This is an optimization exercise on Yosys and OpenROAD, whose aim is small area, not a production implementation.
Only simulation tests tie the RTL to the original design; equivalence was not proved.
The clock port is modelled as an ideal driver; clocking choices that lean on that would not hold on a real chip.

==> zinc <==
## regfile_2r1w_dbg
module regfile_2r1w_dbg #(
  parameter int unsigned DATA_W = 32,
  parameter int unsigned CNT_W  = 16
) (
  input  logic              clk,
  input  logic              rst_n,
  input  logic              we,
  input  logic [4:0]        waddr,
  input  logic [DATA_W-1:0] wdata,
  input  logic [4:0]        raddr1,
  input  logic [4:0]        raddr2,
  output logic [DATA_W-1:0] rdata1,
  output logic [DATA_W-1:0] rdata2,
  input  logic              dbg_step,
  output logic [4:0]        dbg_idx,
  output logic [DATA_W-1:0] dbg_data,
  output logic [CNT_W-1:0]  wr_cnt
);
==> module rf_and2, before the edit <==
module rf_and2 (
  input  logic a, b,
  output logic y
);
  assign y = a & b;
endmodule
==> module regfile_2r1w_dbg, before the edit <==
module regfile_2r1w_dbg #(
  parameter int unsigned DATA_W = 32,
  parameter int unsigned CNT_W  = 16
) (
  input  logic              clk,
  input  logic              rst_n,
  input  logic              we,
  input  logic [4:0]        waddr,
  input  logic [DATA_W-1:0] wdata,
  input  logic [4:0]        raddr1,
  input  logic [4:0]        raddr2,
  output logic [DATA_W-1:0] rdata1,
  output logic [DATA_W-1:0] rdata2,
  input  logic              dbg_step,
  output logic [4:0]        dbg_idx,
  output logic [DATA_W-1:0] dbg_data,
  output logic [CNT_W-1:0]  wr_cnt
);
  localparam int unsigned AW    = 5;
  localparam int unsigned NREGS = 32;
  logic [DATA_W-1:0] data_q [NREGS];
  logic [DATA_W-1:0] data_d [NREGS];
  logic [NREGS-1:0]  valid_q;
  logic              step_q;
  logic [AW-1:0]     dbg_idx_q;
  logic [CNT_W-1:0]  wr_cnt_q;
  logic              wr_en_c;
  logic [NREGS-1:0]  wsel_c;
  logic [NREGS-1:0]  wseln_c;
  logic [NREGS-1:0]  valid_d;
  logic [NREGS-1:0]  r1sel_c;
  logic [NREGS-1:0]  r2sel_c;
  logic [NREGS-1:0]  dsel_c;
  logic [3:0]        wlo_c, r1lo_c, r2lo_c, dlo_c;
  logic [7:0]        whi_c, r1hi_c, r2hi_c, dhi_c;
  assign wr_en_c = we && (waddr != '0);
  always_comb begin
    for (int j = 0; j < 4; j++) begin
      wlo_c[j]  = we && (waddr[1:0] == 2'(j));
      r1lo_c[j] = (raddr1[1:0] == 2'(j));
      r2lo_c[j] = (raddr2[1:0] == 2'(j));
      dlo_c[j]  = (dbg_idx_q[1:0] == 2'(j));
    end
    for (int k = 0; k < 8; k++) begin
      whi_c[k]  = (waddr[4:2] == 3'(k));
      r1hi_c[k] = (raddr1[4:2] == 3'(k));
      r2hi_c[k] = (raddr2[4:2] == 3'(k));
      dhi_c[k]  = (dbg_idx_q[4:2] == 3'(k));
    end
  end
  assign wsel_c[0]  = 1'b0;
  assign wseln_c[0] = 1'b1;
  assign valid_d[0] = 1'b0;
  assign r1sel_c[0] = 1'b0;
  assign r2sel_c[0] = 1'b0;
  assign dsel_c[0]  = 1'b0;
  for (genvar i = 1; i < NREGS; i++) begin : g_sel
    rf_nand2 u_wn (.a1(wlo_c[i % 4]), .a2(whi_c[i / 4]), .y(wseln_c[i]));
    rf_and2  u_w  (.a(wlo_c[i % 4]), .b(whi_c[i / 4]), .y(wsel_c[i]));
    rf_ao21  u_v  (.a1(wlo_c[i % 4]), .a2(whi_c[i / 4]), .b1(valid_q[i]), .y(valid_d[i]));
    rf_and3  u_r1 (.a(r1lo_c[i % 4]), .b(r1hi_c[i / 4]), .c(valid_d[i]), .y(r1sel_c[i]));
    rf_and3  u_r2 (.a(r2lo_c[i % 4]), .b(r2hi_c[i / 4]), .c(valid_d[i]), .y(r2sel_c[i]));
    rf_and3  u_d  (.a(dlo_c[i % 4]),  .b(dhi_c[i / 4]),  .c(valid_q[i]), .y(dsel_c[i]));
  end
  for (genvar i = 1; i < NREGS; i++) begin : g_reg
    for (genvar b = 0; b < DATA_W; b++) begin : g_bit
      rf_ao22 u_hold (
        .a1(wsel_c[i]),  .a2(wdata[b]),
        .b1(wseln_c[i]), .b2(data_q[i][b]),
        .y(data_d[i][b])
      );
    end
    always_ff @(posedge clk) begin
      data_q[i] <= data_d[i];
    end
  end
  assign data_q[0] = '0;
  assign data_d[0] = '0;
  always_ff @(posedge clk or negedge rst_n) begin
    if (!rst_n) begin
      valid_q <= '0;
    end else begin
      valid_q <= valid_d;
    end
  end
  always_ff @(posedge clk or negedge rst_n) begin
    if (!rst_n) begin
      step_q    <= 1'b0;
      dbg_idx_q <= '0;
      wr_cnt_q  <= '0;
    end else begin
      step_q    <= dbg_step;
      dbg_idx_q <= dbg_idx_q + AW'(dbg_step && !step_q);
      wr_cnt_q  <= wr_cnt_q + CNT_W'(wr_en_c && (wr_cnt_q != '1));
    end
  end
  for (genvar b = 0; b < DATA_W; b++) begin : g_rd
    logic [NREGS-2:0] nxt;
    logic [NREGS-2:0] cur;
    always_comb begin
      for (int i = 1; i < NREGS; i++) begin
        nxt[i-1] = data_d[i][b];
        cur[i-1] = data_q[i][b];
      end
    end
    rf_rdbit u_r1  (.sel(r1sel_c[NREGS-1:1]), .d(nxt), .y(rdata1[b]));
    rf_rdbit u_r2  (.sel(r2sel_c[NREGS-1:1]), .d(nxt), .y(rdata2[b]));
    rf_rdbit u_dbg (.sel(dsel_c[NREGS-1:1]),  .d(cur), .y(dbg_data[b]));
  end
  assign dbg_idx = dbg_idx_q;
  assign wr_cnt  = wr_cnt_q;
endmodule
==> flow/config.mk <==
export PLATFORM = sky130hd
export DESIGN_NAME = regfile_2r1w_dbg
export DESIGN_NICKNAME = regfile_2r1w_dbg
export VERILOG_FILES = /design/flow/design.v
export SDC_FILE = /design/flow/constraint.sdc
export NUM_CORES = 8
export LEC_CHECK = 0
export CAP_MARGIN = 10
export CELL_PAD_IN_SITES_DETAIL_PLACEMENT = 1
export CORE_MARGIN = 2
export CORE_UTILIZATION = 45
export PLACE_DENSITY_LB_ADDON = 0.1
export SETUP_SLACK_MARGIN = 0.35
export SLEW_MARGIN = 10
export SYNTH_HIERARCHICAL = 1
export SYNTH_MINIMUM_KEEP_SIZE = 0
==> flow/constraint.sdc <==
create_clock -name core_clock -period 7.0 [get_ports {clk}]
set_input_delay 1.4000 -clock core_clock [delete_from_list [all_inputs] [get_ports {clk}]]
set_output_delay 1.4000 -clock core_clock [all_outputs]
set_load 0.01 [all_outputs]
standard.sh (not shown) runs the stock make flow with config.mk's settings and CLKGATE_MAP_FILE= SYNTH_SCRIPT=/design/flow/synth_recipe.tcl, a recipe that flattens the netlist after the stock synthesis.
==> flow/flow/run.sh <==
#!/bin/bash
# Layout flow: the standard ORFS flow (standard.sh) with three hooks:
#  * prep_place.tcl (before global placement): every input and output port
#    gets a buf_1 port buffer, and the drivers of high-fanout nets are given
#    drive strength 2 (instead of being rebuffered by repair_design);
#  * post_gpl.tcl (after global placement): releases the port buffers for
#    the later repair steps;
#  * post_cts.tcl (after clock tree synthesis): estimates the clock nets from
#    a global route and upsizes the clock buffers whose flip-flop clock pins
#    would see a slew above CLK_SLEW_TARGET.
# Global placement keeps none of its timing-driven resizing (repair_design
# after it does the repairs). Clock tree synthesis uses clkbuf_8 clusters of
# up to 25 sinks and no dummy loads. Each ORFS step writes its own log under
# orfs/logs/; the make output goes to standard.log.
set -o pipefail
F=$(pwd)/flow
export DONT_BUFFER_PORTS=1
export GPL_KEEP_OVERFLOW=0
export PRE_GLOBAL_PLACE_TCL=$F/prep_place.tcl
export POST_GLOBAL_PLACE_TCL=$F/post_gpl.tcl
export POST_CTS_TCL=$F/post_cts.tcl
export CLK_SLEW_TARGET=0.100
export CTS_ARGS="-sink_clustering_enable -repair_clock_nets -sink_clustering_size 25 -sink_clustering_max_diameter 80 -buf_list sky130_fd_sc_hd__clkbuf_8 -dont_use_dummy_load"
bash standard.sh > standard.log 2>&1
Other scripts of this flow, unchanged in this note and not shown: flow/flow/post_cts.tcl, flow/flow/post_gpl.tcl, flow/flow/prep_place.tcl
==> indigo: changes against zinc <==
--- a/flow/design.v
+++ b/flow/design.v
@@ -46,9 +46,9 @@
   assign y = a & b & c;
 endmodule
-module rf_and2 (
-  input  logic a, b,
+module rf_inv (
+  input  logic a,
   output logic y
 );
-  assign y = a & b;
+  assign y = ~a;
 endmodule
 module rf_ao21 (
@@ -116,5 +116,5 @@
   for (genvar i = 1; i < NREGS; i++) begin : g_sel
     rf_nand2 u_wn (.a1(wlo_c[i % 4]), .a2(whi_c[i / 4]), .y(wseln_c[i]));
-    rf_and2  u_w  (.a(wlo_c[i % 4]), .b(whi_c[i / 4]), .y(wsel_c[i]));
+    rf_inv   u_w  (.a(wseln_c[i]), .y(wsel_c[i]));
     rf_ao21  u_v  (.a1(wlo_c[i % 4]), .a2(whi_c[i / 4]), .b1(valid_q[i]), .y(valid_d[i]));
     rf_and3  u_r1 (.a(r1lo_c[i % 4]), .b(r1hi_c[i / 4]), .c(valid_d[i]), .y(r1sel_c[i]));
Settings changed: SETUP_SLACK_MARGIN 0.35 to 0.1.
==> flow_summary.toml <==
[outcome]
violations = "negative setup slack"
status = "complete, but fails checks"

[sta]
finalWorstSetupSlack_ps = -72.36
finalSetupViolations = 8

[critical_path]
arrival_ps = 5670

[grt]
grtUsageMet3_pct = 18.19

[power_and_ir_drop]
power_density_nw_per_um2 = 312.4

[final_layout]
bufAreaShareNonClock_pct = 1.454

[die]
dieArea_um2 = 100200
That was indigo.
==> flow_summary.toml <==
[synthesis]
synth_ff_type = "dfxtp_1"

[power_and_ir_drop]
power_density_nw_per_um2 = 311.3

[final_layout]
bufAreaShareNonClock_pct = 1.474

[sta]
finalSetupViolations = 0
finalWorstSetupSlack_ps = 218.0

[critical_path]
arrival_ps = 5380

[grt]
grtUsageMet3_pct = 17.37

[outcome]
status = "finished clean"

[die]
dieArea_um2 = 100400
That was zinc.

[separate check: timing with driven ports]
The results above use ideal ports. As a check the final layouts listed here were re-extracted and re-timed, cells and wires unchanged.
Step 1 assumes that a clkbuf_16 drives the clock port and a buf_2 every other input.
Step 2 adds t to the input delays and takes it off the output delays; t is the mean of the earliest and latest rising clock arrival at the registers after step 1. Input paths then give back, and output paths get back, about the clock's delay inside the block.
Three values: ideal, step 1, step 2; two values: the first two.
| run | t (ns) | setup WS [ns] | latest minus earliest clock arrival (ns) | worst register clock-pin slew, ns | worst data-port slew with drivers (ns) |
|---|---|---|---|---|---|
| zinc | 0.821 | 0.218 / 0.158 / 0.158 | 0.049 / 0.049 | 0.11 / 0.11 | 0.11 |
| indigo | 0.831 | -0.072 / -0.095 / -0.095 | 0.057 / 0.056 | 0.11 / 0.11 | 0.09 |
For zinc, which loses most, drivers alone change the setup slack by -0.060 ns; drivers and shift together by -0.060 ns.
